What follows belongs to an exercise in optimizing a design on an open flow for small area and a short achievable clock period; a production flow would make more cautious choices.
RTL that was checked went through simulation tests only; none was proved equivalent to the original.
The clock port is modelled as an ideal driver; clocking choices that lean on that would not hold on a real chip.
Power is estimated from default activity; no workload was simulated.

==> job 1028 <==
## coeff_ctrl_regs
module coeff_ctrl_regs (
  input  logic                                   clk,
  input  logic                                   rst_n,
  input  logic [coeff_regs_pkg::ADDR_W-1:0]      write_address,
  input  coeff_regs_pkg::coeff_t                 write_data,
  input  logic                                   write_en,
  input  logic [coeff_regs_pkg::ADDR_W-1:0]      read_address,
  output coeff_regs_pkg::coeff_t                 read_data,
  output coeff_regs_pkg::coeff_t [coeff_regs_pkg::IIR_STAGES-1:0] coeff_a1,
  output coeff_regs_pkg::coeff_t [coeff_regs_pkg::IIR_STAGES-1:0] coeff_a2,
  output coeff_regs_pkg::coeff_t [coeff_regs_pkg::IIR_STAGES-1:0] coeff_b0,
  output coeff_regs_pkg::coeff_t [coeff_regs_pkg::IIR_STAGES-1:0] coeff_b1,
  output coeff_regs_pkg::coeff_t [coeff_regs_pkg::IIR_STAGES-1:0] coeff_b2,
  output coeff_regs_pkg::coeff_t [coeff_regs_pkg::FIR_TAPS-1:0]   fir_coeff,
  output logic                                   filter_select
);
==> module coeff_readback, before the edit <==
module coeff_readback (
  input  logic                clk,
  input  logic                rst_n,
  input  logic [71:0]         sel,
  input  logic                sel_ctrl,
  input  logic [71:0][15:0]   words,
  input  logic                filter_select,
  output logic [15:0]         read_data
);
  logic [23:0][15:0] term_n;
  logic [15:0]       read_next;
  for (genvar g = 0; g < 24; g++) begin : g_aoi
    coeff_rb_aoi3 u_aoi (
      .sel   (sel[3*g+2:3*g]),
      .words (words[3*g+2:3*g]),
      .y_n   (term_n[g])
    );
  end
  always_comb begin
    read_next = {15'b0, sel_ctrl & filter_select};
    for (int g = 0; g < 24; g++)
      read_next = read_next | ~term_n[g];
  end
  always_ff @(posedge clk or negedge rst_n) begin
    if (~rst_n) begin
      read_data <= '0;
    end else begin
      read_data <= read_next;
    end
  end
endmodule
Settings: LEC_CHECK=0, CAP_MARGIN=20, CORE_MARGIN=2, CORE_UTILIZATION=40, SLEW_MARGIN=20, SYNTH_HIERARCHICAL=1; clock period 5.0 ns.
standard.sh (not shown) runs the stock make flow with config.mk's settings and CLKGATE_MAP_FILE= SYNTH_SCRIPT=/design/flow/synth_recipe.tcl, a recipe that flattens the netlist after the stock synthesis.
==> flow/flow/run.sh <==
#!/bin/bash
# Standard layout, with the port buffers made from the smallest plain buffer.
set -euo pipefail
export BUFFER_PORTS_ARGS="-buffer_cell sky130_fd_sc_hd__buf_1"
bash standard.sh "BUFFER_PORTS_ARGS=$BUFFER_PORTS_ARGS" finish > standard.log 2>&1
==> job 9503 (differences from job 1028) <==
--- a/flow/design.v
+++ b/flow/design.v
@@ -90,2 +90,14 @@
 endmodule
+module coeff_rb_nand3 (
+  input  logic [2:0][15:0] a_n,
+  output logic [15:0]      y
+);
+  assign y = ~(a_n[0] & a_n[1] & a_n[2]);
+endmodule
+module coeff_rb_nor2 (
+  input  logic [1:0][15:0] a,
+  output logic [15:0]      y_n
+);
+  assign y_n = ~(a[0] | a[1]);
+endmodule
 module coeff_readback (
@@ -99,5 +111,7 @@
 );
-  logic [23:0][15:0] term_n;
+  logic [23:0][15:0] t1_n;
+  logic [7:0][15:0]  t2;
+  logic [3:0][15:0]  t3_n;
   logic [15:0]       read_next;
-  for (genvar g = 0; g < 24; g++) begin : g_aoi
+  for (genvar g = 0; g < 24; g++) begin : g_l1
     coeff_rb_aoi3 u_aoi (
@@ -105,10 +119,22 @@
       .words (words[3*g+2:3*g]),
-      .y_n   (term_n[g])
+      .y_n   (t1_n[g])
     );
   end
+  for (genvar g = 0; g < 8; g++) begin : g_l2
+    coeff_rb_nand3 u_nand (
+      .a_n (t1_n[3*g+2:3*g]),
+      .y   (t2[g])
+    );
+  end
+  for (genvar g = 1; g < 4; g++) begin : g_l3
+    coeff_rb_nor2 u_nor (
+      .a   (t2[2*g+1:2*g]),
+      .y_n (t3_n[g])
+    );
+  end
   always_comb begin
-    read_next = {15'b0, sel_ctrl & filter_select};
-    for (int g = 0; g < 24; g++)
-      read_next = read_next | ~term_n[g];
-  end
+    t3_n[0]    = ~(t2[0] | t2[1]);
+    t3_n[0][0] = ~(t2[0][0] | t2[1][0] | (sel_ctrl & filter_select));
+  end
+  assign read_next = ~(t3_n[0] & t3_n[1] & t3_n[2] & t3_n[3]);
   always_ff @(posedge clk or negedge rst_n) begin
==> flow/flow/run.sh (replaced) <==
#!/bin/bash
# Standard layout, with the output port buffers made from the smallest plain
# buffer and the input port buffers from buf_4, and one more setup repair pass
# after clock tree synthesis.
set -euo pipefail
HERE=$(cd "$(dirname "${BASH_SOURCE[0]}")" && pwd)
export BUFFER_PORTS_ARGS="-outputs -buffer_cell sky130_fd_sc_hd__buf_1"
export POST_GLOBAL_PLACE_TCL="$HERE/post_gpl.tcl"
export POST_CTS_TCL="$HERE/post_cts.tcl"
bash standard.sh "BUFFER_PORTS_ARGS=$BUFFER_PORTS_ARGS" "POST_GLOBAL_PLACE_TCL=$POST_GLOBAL_PLACE_TCL" \
  "POST_CTS_TCL=$POST_CTS_TCL" finish > standard.log 2>&1
==> flow/flow/post_cts.tcl (new file) <==
# Extra setup repair after clock tree synthesis, free to change cell footprints.
log_cmd repair_timing -setup -setup_margin $::env(SETUP_SLACK_MARGIN) -repair_tns $::env(TNS_END_PERCENT) -verbose
detailed_placement
check_placement -verbose
==> flow/flow/post_gpl.tcl (new file) <==
# Input ports get a stronger buffer than the output ports: each input fans out
# across the whole block.
buffer_ports -inputs -buffer_cell sky130_fd_sc_hd__buf_4
--- a/flow/config.mk
+++ b/flow/config.mk
@@ -7,6 +7,10 @@
 export LEC_CHECK = 0
-export CAP_MARGIN = 20
+export CAP_MARGIN = 30
 export CORE_MARGIN = 2
 export CORE_UTILIZATION = 40
-export SLEW_MARGIN = 20
+export CTS_CLUSTER_DIAMETER = 100
+export CTS_CLUSTER_SIZE = 20
+export SETUP_SLACK_MARGIN = 2.5
+export SLEW_MARGIN = 50
 export SYNTH_HIERARCHICAL = 1
+export TNS_END_PERCENT = 0
==> job 401 (differences from job 1028) <==
--- a/flow/design.v
+++ b/flow/design.v
@@ -90,2 +90,14 @@
 endmodule
+module coeff_rb_nand3 (
+  input  logic [2:0][15:0] a_n,
+  output logic [15:0]      y
+);
+  assign y = ~(a_n[0] & a_n[1] & a_n[2]);
+endmodule
+module coeff_rb_nor2 (
+  input  logic [1:0][15:0] a,
+  output logic [15:0]      y_n
+);
+  assign y_n = ~(a[0] | a[1]);
+endmodule
 module coeff_readback (
@@ -99,5 +111,7 @@
 );
-  logic [23:0][15:0] term_n;
+  logic [23:0][15:0] t1_n;
+  logic [7:0][15:0]  t2;
+  logic [3:0][15:0]  t3_n;
   logic [15:0]       read_next;
-  for (genvar g = 0; g < 24; g++) begin : g_aoi
+  for (genvar g = 0; g < 24; g++) begin : g_l1
     coeff_rb_aoi3 u_aoi (
@@ -105,9 +119,20 @@
       .words (words[3*g+2:3*g]),
-      .y_n   (term_n[g])
+      .y_n   (t1_n[g])
     );
   end
+  for (genvar g = 0; g < 8; g++) begin : g_l2
+    coeff_rb_nand3 u_nand (
+      .a_n (t1_n[3*g+2:3*g]),
+      .y   (t2[g])
+    );
+  end
+  for (genvar g = 0; g < 4; g++) begin : g_l3
+    coeff_rb_nor2 u_nor (
+      .a   (t2[2*g+1:2*g]),
+      .y_n (t3_n[g])
+    );
+  end
   always_comb begin
-    read_next = {15'b0, sel_ctrl & filter_select};
-    for (int g = 0; g < 24; g++)
-      read_next = read_next | ~term_n[g];
+    read_next    = ~(t3_n[0] & t3_n[1] & t3_n[2] & t3_n[3]);
+    read_next[0] = read_next[0] | (sel_ctrl & filter_select);
   end
==> flow/flow/run.sh (replaced) <==
#!/bin/bash
# Standard layout, with the port buffers made from the smallest plain buffer,
# pins allowed on every routing track, and one more setup repair pass after
# clock tree synthesis.
set -euo pipefail
HERE=$(cd "$(dirname "${BASH_SOURCE[0]}")" && pwd)
export BUFFER_PORTS_ARGS="-buffer_cell sky130_fd_sc_hd__buf_1"
export PLACE_PINS_ARGS="-min_distance 1 -min_distance_in_tracks"
export POST_CTS_TCL="$HERE/post_cts.tcl"
bash standard.sh "BUFFER_PORTS_ARGS=$BUFFER_PORTS_ARGS" "PLACE_PINS_ARGS=$PLACE_PINS_ARGS" \
  "POST_CTS_TCL=$POST_CTS_TCL" finish > standard.log 2>&1
==> flow/flow/post_cts.tcl (new file) <==
# Extra setup repair after clock tree synthesis, free to change cell footprints.
log_cmd repair_timing -setup -setup_margin $::env(SETUP_SLACK_MARGIN) -repair_tns 100 -verbose
detailed_placement
check_placement -verbose
--- a/flow/config.mk
+++ b/flow/config.mk
@@ -7,6 +7,7 @@
 export LEC_CHECK = 0
-export CAP_MARGIN = 20
+export CAP_MARGIN = 50
 export CORE_MARGIN = 2
 export CORE_UTILIZATION = 40
-export SLEW_MARGIN = 20
+export SETUP_SLACK_MARGIN = 2.4
+export SLEW_MARGIN = 70
 export SYNTH_HIERARCHICAL = 1
==> job 3420 (differences from job 1028) <==
--- a/flow/design.v
+++ b/flow/design.v
@@ -90,2 +90,14 @@
 endmodule
+module coeff_rb_nand3 (
+  input  logic [2:0][15:0] a_n,
+  output logic [15:0]      y
+);
+  assign y = ~(a_n[0] & a_n[1] & a_n[2]);
+endmodule
+module coeff_rb_nor2 (
+  input  logic [1:0][15:0] a,
+  output logic [15:0]      y_n
+);
+  assign y_n = ~(a[0] | a[1]);
+endmodule
 module coeff_readback (
@@ -99,5 +111,7 @@
 );
-  logic [23:0][15:0] term_n;
+  logic [23:0][15:0] t1_n;
+  logic [7:0][15:0]  t2;
+  logic [3:0][15:0]  t3_n;
   logic [15:0]       read_next;
-  for (genvar g = 0; g < 24; g++) begin : g_aoi
+  for (genvar g = 0; g < 24; g++) begin : g_l1
     coeff_rb_aoi3 u_aoi (
@@ -105,9 +119,20 @@
       .words (words[3*g+2:3*g]),
-      .y_n   (term_n[g])
+      .y_n   (t1_n[g])
     );
   end
+  for (genvar g = 0; g < 8; g++) begin : g_l2
+    coeff_rb_nand3 u_nand (
+      .a_n (t1_n[3*g+2:3*g]),
+      .y   (t2[g])
+    );
+  end
+  for (genvar g = 0; g < 4; g++) begin : g_l3
+    coeff_rb_nor2 u_nor (
+      .a   (t2[2*g+1:2*g]),
+      .y_n (t3_n[g])
+    );
+  end
   always_comb begin
-    read_next = {15'b0, sel_ctrl & filter_select};
-    for (int g = 0; g < 24; g++)
-      read_next = read_next | ~term_n[g];
+    read_next    = ~(t3_n[0] & t3_n[1] & t3_n[2] & t3_n[3]);
+    read_next[0] = read_next[0] | (sel_ctrl & filter_select);
   end
--- a/flow/config.mk
+++ b/flow/config.mk
@@ -10,2 +10,3 @@
 export CORE_UTILIZATION = 40
+export SETUP_SLACK_MARGIN = 2.3
 export SLEW_MARGIN = 20
==> qor summary <==
metric                                                                                      job 1028                 job 401                            job 3420                           job 9503
Proportion of cell area spent on the clock network                                            0.0696                       -                              0.0709                             0.0309
Destination of the worst register-to-register timing path          u_readback.read_data[7]$_DFF_PN0_                       -  u_readback.read_data[10]$_DFF_PN0_  u_readback.read_data[2]$_DFF_PN0_
Sequential cell count of the final layout                                                       1169                       -                                1169                               1169
Count of endpoints failing hold in the final timing report                                         0                       -                                   0                                  0
Number of pins exceeding their max-slew limit in the final report                                  0                       -                                   0                                  0
Post-Syn Nets                                                                                   3719                    3784                                3784                               3784
TritonCTS clock tree                                                                           built                       -                               built                              built
Power in sequential cells                                                                   10500 uW                       -                            10500 uW                           10500 uW
Footprint of the multi-input gates                                                        0.0174 mm2                       -                          0.0182 mm2                         0.0188 mm2
Run status                                                          no timing/DRC/antenna violations  stopped before the end    no timing/DRC/antenna violations   no timing/DRC/antenna violations
Last stage reached                                                                                 -          global routing                                   -                                  -
Area enclosed by the die boundary                                                          0.129 mm2                       -                           0.130 mm2                          0.130 mm2
Reg clk slew, reported paths                                                                 0.06 ns                       -                             0.06 ns                            0.09 ns
Number of clock buffers in the layout                                                            177                       -                                 166                                 71
Areal power density over the cells                                                        372 mW/mm2                       -                          368 mW/mm2                         305 mW/mm2
Count of multi-input combinational gates                                                        1948                       -                                2014                               2017
The RTL of job 1028 was laid out without a check of its function.

[re-timing with driven ports]
In the flow no input, the clock included, has a driving cell. The finished layouts below were timed again as built, in two steps. Step 1 sets driving cells, clkbuf_16 on the clock port and buf_2 on the other inputs (assumed; they add their load-dependent delay and slew). Step 2 also shifts input and output timing later by t, the mid clock arrival at the registers, as if the neighbouring blocks saw the same clock. Three values: ideal ports, drivers, drivers and shift; two values: the first two.
run	t (ns)	setup slack, ns	worst setup path after step 2	slew at the worst register clock pin (ns)	pins driven straight from the clock port
job 1028	0.853	0.933 / 0.991 / 0.138	input to register	0.07 / 0.07	1
job 9503	0.762	2.177 / 2.231 / 1.470	input to register	0.10 / 0.10	1
job 3420	0.836	2.131 / 2.098 / 1.262	input to register	0.07 / 0.07	1
After both steps every run listed still meets setup and hold. For job 3420, which loses most, drivers alone change the setup slack by -0.033 ns; drivers and shift together by -0.869 ns.
